This design comes from an exercise in tuning for small area and few clock cycles on the open sky130 flow, not from production work.
Only simulation tests tie the RTL to the original design; equivalence was not proved.
Power and IR drop assume default switching activity.

old:
==> flow/design.v (excerpt) <==
module esc_telemetry_frame_parser (
   input  logic        clock,
   input  logic        reset,
   input  logic        req_valid,
   output logic        req_ready,
   input  logic [7:0]  req_rx_byte,
   input  logic        req_frame_end,
   output logic        rsp_valid,
   input  logic        rsp_ready,
   output logic [1:0]  rsp_frame_status,
   output logic [27:0] rsp_rpm_value,
   output logic [15:0] rsp_voltage_tenths,
   output logic [15:0] rsp_current_tenths,
   output logic [7:0]  rsp_fet_temperature,
   output logic [7:0]  rsp_bec_temperature,
   output logic [7:0]  rsp_motor_temperature,
   output logic [7:0]  rsp_bec_voltage,
   output logic [7:0]  rsp_bec_current,
   input  logic        csr_wr_en,
   input  logic [15:0] csr_wr_data
);
   efp_pkg::req_item_type req_item;
   efp_pkg::rsp_item_type rsp_item;
   assign req_item.rx_byte   = req_rx_byte;
   assign req_item.frame_end = req_frame_end;
   esc_telemetry_frame_parser_core u_core (
      .clock       (clock),
      .reset       (reset),
      .req_valid   (req_valid),
      .req_ready   (req_ready),
      .req_item    (req_item),
      .rsp_valid   (rsp_valid),
      .rsp_ready   (rsp_ready),
      .rsp_item    (rsp_item),
      .csr_wr_en   (csr_wr_en),
      .csr_wr_data (csr_wr_data)
   );
  ...
For scale: ~630 cells after synthesis, roughly 240 flip-flops, about 0.0086 sq mm of cells after synthesis.
==> module efp_result, before the edit <==
module efp_result (
   input  logic                    clock,
   input  logic                    reset,
   input  logic                    csr_wr_en,
   input  logic [15:0]             csr_wr_data,
   input  logic                    end_step,
   input  efp_pkg::frame_info_type info,
   input  logic                    rsp_ready,
   output logic                    rsp_valid,
   output efp_pkg::rsp_item_type   rsp_item,
   output logic                    busy,
   output logic                    rpm_shift
);
   localparam int ACC_W = SCALE_W + 1;       
   localparam int LOW_W = RPM_W - ACC_W;     
   logic [SCALE_W-1:0]          scale_ff;
   logic [1:0]                  status_ff, status_in;
   logic                        rsp_valid_ff;
   logic                        busy_ff;
   logic [4:0]                  mul_step_ff;
   logic                        mul_hi, mul_done, start;
   logic                        rpm_bit, rpm_d1_ff, rpm_d2_ff, x5_carry_ff, mul_bit;
   logic [ACC_W-1:0]            acc_sum;
   logic [RPM_W-1:0]            last_rpm_ff;
   logic [15:0]                 last_volt_ff;
   logic [15:0]                 last_curr_ff;
   logic [NUM_SENSORS-1:0][7:0] held_ff;
   logic                        frame_ok;
   function automatic [SCALE_W:0] ripple_add(input [SCALE_W-1:0] a, input [SCALE_W-1:0] b);
      logic c;
      c = 1'b0;
      for (int i = 0; i < SCALE_W; i++) begin
         ripple_add[i] = a[i] ^ b[i] ^ c;
         c = (a[i] & b[i]) | (c & (a[i] ^ b[i]));
      end
      ripple_add[SCALE_W] = c;
   endfunction
   always_ff @(posedge clock) begin
      if (reset) begin
         scale_ff <= SCALE_RESET;
      end else if (csr_wr_en) begin
         scale_ff <= csr_wr_data;
      end
   end
   always_comb begin
      if (!info.len_ok) begin
         status_in = STATUS_LEN_ERR;
      end else if (!info.crc_ok) begin
         status_in = STATUS_CRC_ERR;
      end else begin
         status_in = STATUS_OK;
      end
   end
   assign frame_ok = info.len_ok && info.crc_ok;
   assign start    = end_step && frame_ok;
   assign mul_hi    = mul_step_ff[4] || mul_step_ff[3];
   assign rpm_bit   = mul_hi ? last_rpm_ff[0] : info.rpm[0];
   assign mul_bit   = rpm_bit ^ rpm_d2_ff ^ x5_carry_ff;
   assign acc_sum   = ripple_add(last_rpm_ff[RPM_W-1:LOW_W+1], mul_bit ? scale_ff : '0);
   assign mul_done  = busy_ff && mul_step_ff[4] && mul_step_ff[1];
   assign rpm_shift = busy_ff && !mul_hi;
   assign busy      = busy_ff;
   always_ff @(posedge clock) begin
      mul_step_ff <= start ? 5'd0 : mul_step_ff + 1'b1;
      rpm_d1_ff   <= !start && rpm_bit;
      rpm_d2_ff   <= !start && rpm_d1_ff;
      x5_carry_ff <= !start && ((rpm_bit & rpm_d2_ff) | (x5_carry_ff & (rpm_bit ^ rpm_d2_ff)));
   end
   always_ff @(posedge clock) begin
      if (reset) begin
         busy_ff <= 1'b0;
      end else if (start) begin
         busy_ff <= 1'b1;
      end else if (mul_done) begin
         busy_ff <= 1'b0;
      end
   end
   always_ff @(posedge clock) begin
      if (reset) begin
         last_rpm_ff <= '0;
      end else if (start) begin
         last_rpm_ff <= {{(RPM_W-8){1'b0}}, info.rpm[15:8]};
      end else if (busy_ff) begin
         last_rpm_ff[RPM_W-1:LOW_W] <= acc_sum;
         if (mul_hi) begin
            last_rpm_ff[LOW_W-1:0] <= {last_rpm_ff[LOW_W], last_rpm_ff[LOW_W-1:1]};
         end
      end
   end
   always_ff @(posedge clock) begin
      if (reset) begin
         rsp_valid_ff <= 1'b0;
         last_volt_ff <= '0;
         last_curr_ff <= '0;
         held_ff      <= '0;
      end else begin
         rsp_valid_ff <= (end_step && !frame_ok) || mul_done || (rsp_valid_ff && !rsp_ready);
         if (start) begin
            last_volt_ff <= info.voltage;
            last_curr_ff <= info.current;
            for (int i = 0; i < NUM_SENSORS; i++) begin
               if (info.sensor[i] != SENSOR_KEEP) begin
                  held_ff[i] <= info.sensor[i];
               end
            end
         end
      end
   end
   always_ff @(posedge clock) begin
      if (end_step) begin
         status_ff <= status_in;
      end
   end
   assign rsp_valid = rsp_valid_ff;
   always_comb begin
      rsp_item.frame_status      = status_ff;
      rsp_item.rpm_value         = last_rpm_ff;
      rsp_item.voltage_tenths    = last_volt_ff;
      rsp_item.current_tenths    = last_curr_ff;
      rsp_item.fet_temperature   = held_ff[0];
      rsp_item.bec_temperature   = held_ff[1];
      rsp_item.motor_temperature = held_ff[2];
      rsp_item.bec_voltage       = held_ff[3];
      rsp_item.bec_current       = held_ff[4];
   end
endmodule
==> module esc_telemetry_frame_parser_core, before the edit <==
module esc_telemetry_frame_parser_core (
   input  logic                  clock,
   input  logic                  reset,
   input  logic                  req_valid,
   output logic                  req_ready,
   input  efp_pkg::req_item_type req_item,
   output logic                  rsp_valid,
   input  logic                  rsp_ready,
   output efp_pkg::rsp_item_type rsp_item,
   input  logic                  csr_wr_en,
   input  logic [15:0]           csr_wr_data
);
   logic                    accept;
   logic                    busy, rpm_shift;
   efp_pkg::frame_info_type info;
   assign req_ready = !(req_item.frame_end && (busy || (rsp_valid && !rsp_ready)));
   assign accept    = req_valid && req_ready;
   efp_capture u_capture (
      .clock     (clock),
      .reset     (reset),
      .step      (accept),
      .item      (req_item),
      .rpm_shift (rpm_shift),
      .info      (info)
   );
   efp_result u_result (
      .clock       (clock),
      .reset       (reset),
      .csr_wr_en   (csr_wr_en),
      .csr_wr_data (csr_wr_data),
      .end_step    (accept && req_item.frame_end),
      .info        (info),
      .rsp_ready   (rsp_ready),
      .rsp_valid   (rsp_valid),
      .rsp_item    (rsp_item),
      .busy        (busy),
      .rpm_shift   (rpm_shift)
   );
endmodule
clock: 8.0 ns
lec_check: 0
cap_margin: 20
core_margin: 2
core_utilization: 70
slew_margin: 20
standard.sh (not shown) runs the stock make flow with config.mk's settings and CLKGATE_MAP_FILE= SYNTH_SCRIPT=/design/flow/synth_recipe.tcl, a recipe that flattens the netlist after the stock synthesis.
==> flow/flow/run.sh <==
#!/bin/bash
# The standard layout with three changes:
#  - synthesis maps logic with an area-oriented ABC script (flow/abc_area.script);
#    everything else in synthesis, registers included, is the standard one;
#  - ports are buffered with the smallest buffer;
#  - the clock tree uses small buffers and no dummy loads.
set -euo pipefail
HERE=$PWD

# Synthesis script: synth_recipe.tcl, with ORFS's synth.tcl swapped for a copy
# whose ABC call reads flow/abc_area.script.
sed "s|^source \$::env(SCRIPTS_DIR)/synth_preamble.tcl\$|&\nlset abc_args 1 $HERE/flow/abc_area.script|" \
    "$FLOW_HOME/scripts/synth.tcl" > "$HERE/synth_core.tcl"
grep -q "lset abc_args 1" "$HERE/synth_core.tcl"
sed "s|^source \$::env(SCRIPTS_DIR)/synth.tcl\$|source $HERE/synth_core.tcl|" \
    "$HERE/synth_recipe.tcl" > "$HERE/synth_area.tcl"
grep -q "synth_core.tcl" "$HERE/synth_area.tcl"
sed "s|SYNTH_SCRIPT=[^ ]*synth_recipe.tcl|SYNTH_SCRIPT=$HERE/synth_area.tcl|" \
    "$HERE/standard.sh" > "$HERE/standard_area.sh"
grep -q "synth_area.tcl" "$HERE/standard_area.sh"

export BUFFER_PORTS_ARGS="-buffer_cell sky130_fd_sc_hd__buf_1"
export CTS_ARGS="-sink_clustering_enable -repair_clock_nets -buf_list {sky130_fd_sc_hd__clkbuf_16} -sink_clustering_size 32 -sink_clustering_max_diameter 80 -root_buf sky130_fd_sc_hd__clkbuf_4 -tree_buf sky130_fd_sc_hd__clkbuf_4 -dont_use_dummy_load"
bash "$HERE/standard_area.sh" > "$HERE/standard.log" 2>&1
==> flow/flow/abc_area.script <==
strash
dc2
dch
amap
topo
Testbench counts of old, summed over its fixed seeds: cycles 16,894.
Modified inputs, new compared to old
--- a/flow/design.v
+++ b/flow/design.v
@@ -124,17 +124,18 @@
    input  efp_pkg::frame_info_type info,
    input  logic                    rsp_ready,
    output logic                    rsp_valid,
    output efp_pkg::rsp_item_type   rsp_item,
-   output logic                    busy,
+   output logic                    end_block,
    output logic                    rpm_shift
 );
    localparam int ACC_W = SCALE_W + 1;       
    localparam int LOW_W = RPM_W - ACC_W;     
    logic [SCALE_W-1:0]          scale_ff;
    logic [1:0]                  status_ff, status_in;
    logic                        rsp_valid_ff;
    logic                        busy_ff;
+   logic                        pend_ff, pend_show;
    logic [4:0]                  mul_step_ff;
    logic                        mul_hi, mul_done, start;
    logic                        rpm_bit, rpm_d1_ff, rpm_d2_ff, x5_carry_ff, mul_bit;
    logic [ACC_W-1:0]            acc_sum;
@@ -168,16 +169,26 @@
          status_in = STATUS_OK;
       end
    end
    assign frame_ok = info.len_ok && info.crc_ok;
-   assign start    = end_step && frame_ok;
+   assign start    = end_step && frame_ok && !busy_ff;
    assign mul_hi    = mul_step_ff[4] || mul_step_ff[3];
    assign rpm_bit   = mul_hi ? last_rpm_ff[0] : info.rpm[0];
    assign mul_bit   = rpm_bit ^ rpm_d2_ff ^ x5_carry_ff;
    assign acc_sum   = ripple_add(last_rpm_ff[RPM_W-1:LOW_W+1], mul_bit ? scale_ff : '0);
    assign mul_done  = busy_ff && mul_step_ff[4] && mul_step_ff[1];
    assign rpm_shift = busy_ff && !mul_hi;
-   assign busy      = busy_ff;
+   assign pend_show = pend_ff && rsp_valid_ff && rsp_ready;
+   assign end_block = pend_ff || (!busy_ff && rsp_valid_ff && !rsp_ready);
+   always_ff @(posedge clock) begin
+      if (reset) begin
+         pend_ff <= 1'b0;
+      end else if (end_step && busy_ff) begin
+         pend_ff <= 1'b1;
+      end else if (pend_show) begin
+         pend_ff <= 1'b0;
+      end
+   end
    always_ff @(posedge clock) begin
       mul_step_ff <= start ? 5'd0 : mul_step_ff + 1'b1;
       rpm_d1_ff   <= !start && rpm_bit;
       rpm_d2_ff   <= !start && rpm_d1_ff;
@@ -210,9 +221,10 @@
          last_volt_ff <= '0;
          last_curr_ff <= '0;
          held_ff      <= '0;
       end else begin
-         rsp_valid_ff <= (end_step && !frame_ok) || mul_done || (rsp_valid_ff && !rsp_ready);
+         rsp_valid_ff <= (end_step && !busy_ff && !frame_ok) || mul_done || pend_show ||
+                         (rsp_valid_ff && !rsp_ready);
          if (start) begin
             last_volt_ff <= info.voltage;
             last_curr_ff <= info.current;
             for (int i = 0; i < NUM_SENSORS; i++) begin
@@ -223,10 +235,12 @@
          end
       end
    end
    always_ff @(posedge clock) begin
-      if (end_step) begin
+      if (end_step && !busy_ff) begin
          status_ff <= status_in;
+      end else if (pend_show) begin
+         status_ff <= STATUS_LEN_ERR;
       end
    end
    assign rsp_valid = rsp_valid_ff;
    always_comb begin
@@ -254,11 +268,11 @@
    input  logic                  csr_wr_en,
    input  logic [15:0]           csr_wr_data
 );
    logic                    accept;
-   logic                    busy, rpm_shift;
+   logic                    end_block, rpm_shift;
    efp_pkg::frame_info_type info;
-   assign req_ready = !(req_item.frame_end && (busy || (rsp_valid && !rsp_ready)));
+   assign req_ready = !(req_item.frame_end && end_block);
    assign accept    = req_valid && req_ready;
    efp_capture u_capture (
       .clock     (clock),
       .reset     (reset),
@@ -276,9 +290,9 @@
       .info        (info),
       .rsp_ready   (rsp_ready),
       .rsp_valid   (rsp_valid),
       .rsp_item    (rsp_item),
-      .busy        (busy),
+      .end_block   (end_block),
       .rpm_shift   (rpm_shift)
    );
 endmodule
 import efp_pkg::*;
- For internal cell power, new and old come out practically identical.
- Compared with old, new shows area of the core that has gone up slightly.
- Share of cells above drive strength 1 came out lower on new than on old.
- Summary — non-filler instance count after layout, new relative to old: higher, by about 1.7%.
- Comparing area growth from synthesis to final layout for old and new, the smaller number came from new.
- Share of the clock period used by the worst path after layout (new over old): increase, 1.6 points
- new ended with less post-route cell area than old.
- new against old; maximum frequency from static timing analysis is down slightly.
Testbench counts of new, summed over its fixed seeds: cycles 16,815.

[separate check: timing with driven ports]
In the flow no input, the clock included, has a driving cell. The finished layouts below were timed again as built, in two steps.
Step 1: set_driving_cell puts a clkbuf_16 on clock and a buf_2 on each other input, an assumption about the parent block.
Step 2 also shifts input and output timing later by t, the mid clock arrival at the registers, as if the neighbouring blocks saw the same clock.
Three values: ideal, step 1, step 2; two values: the first two.
run | shift t [ns] | setup WS [ns] | cell pins on the clock port's net
old | 0.590 | 0.505 / 0.505 / 0.505 | 1
new | 0.605 | 0.373 / 0.373 / 0.373 | 1
After both steps setup and hold are still met in every run listed.
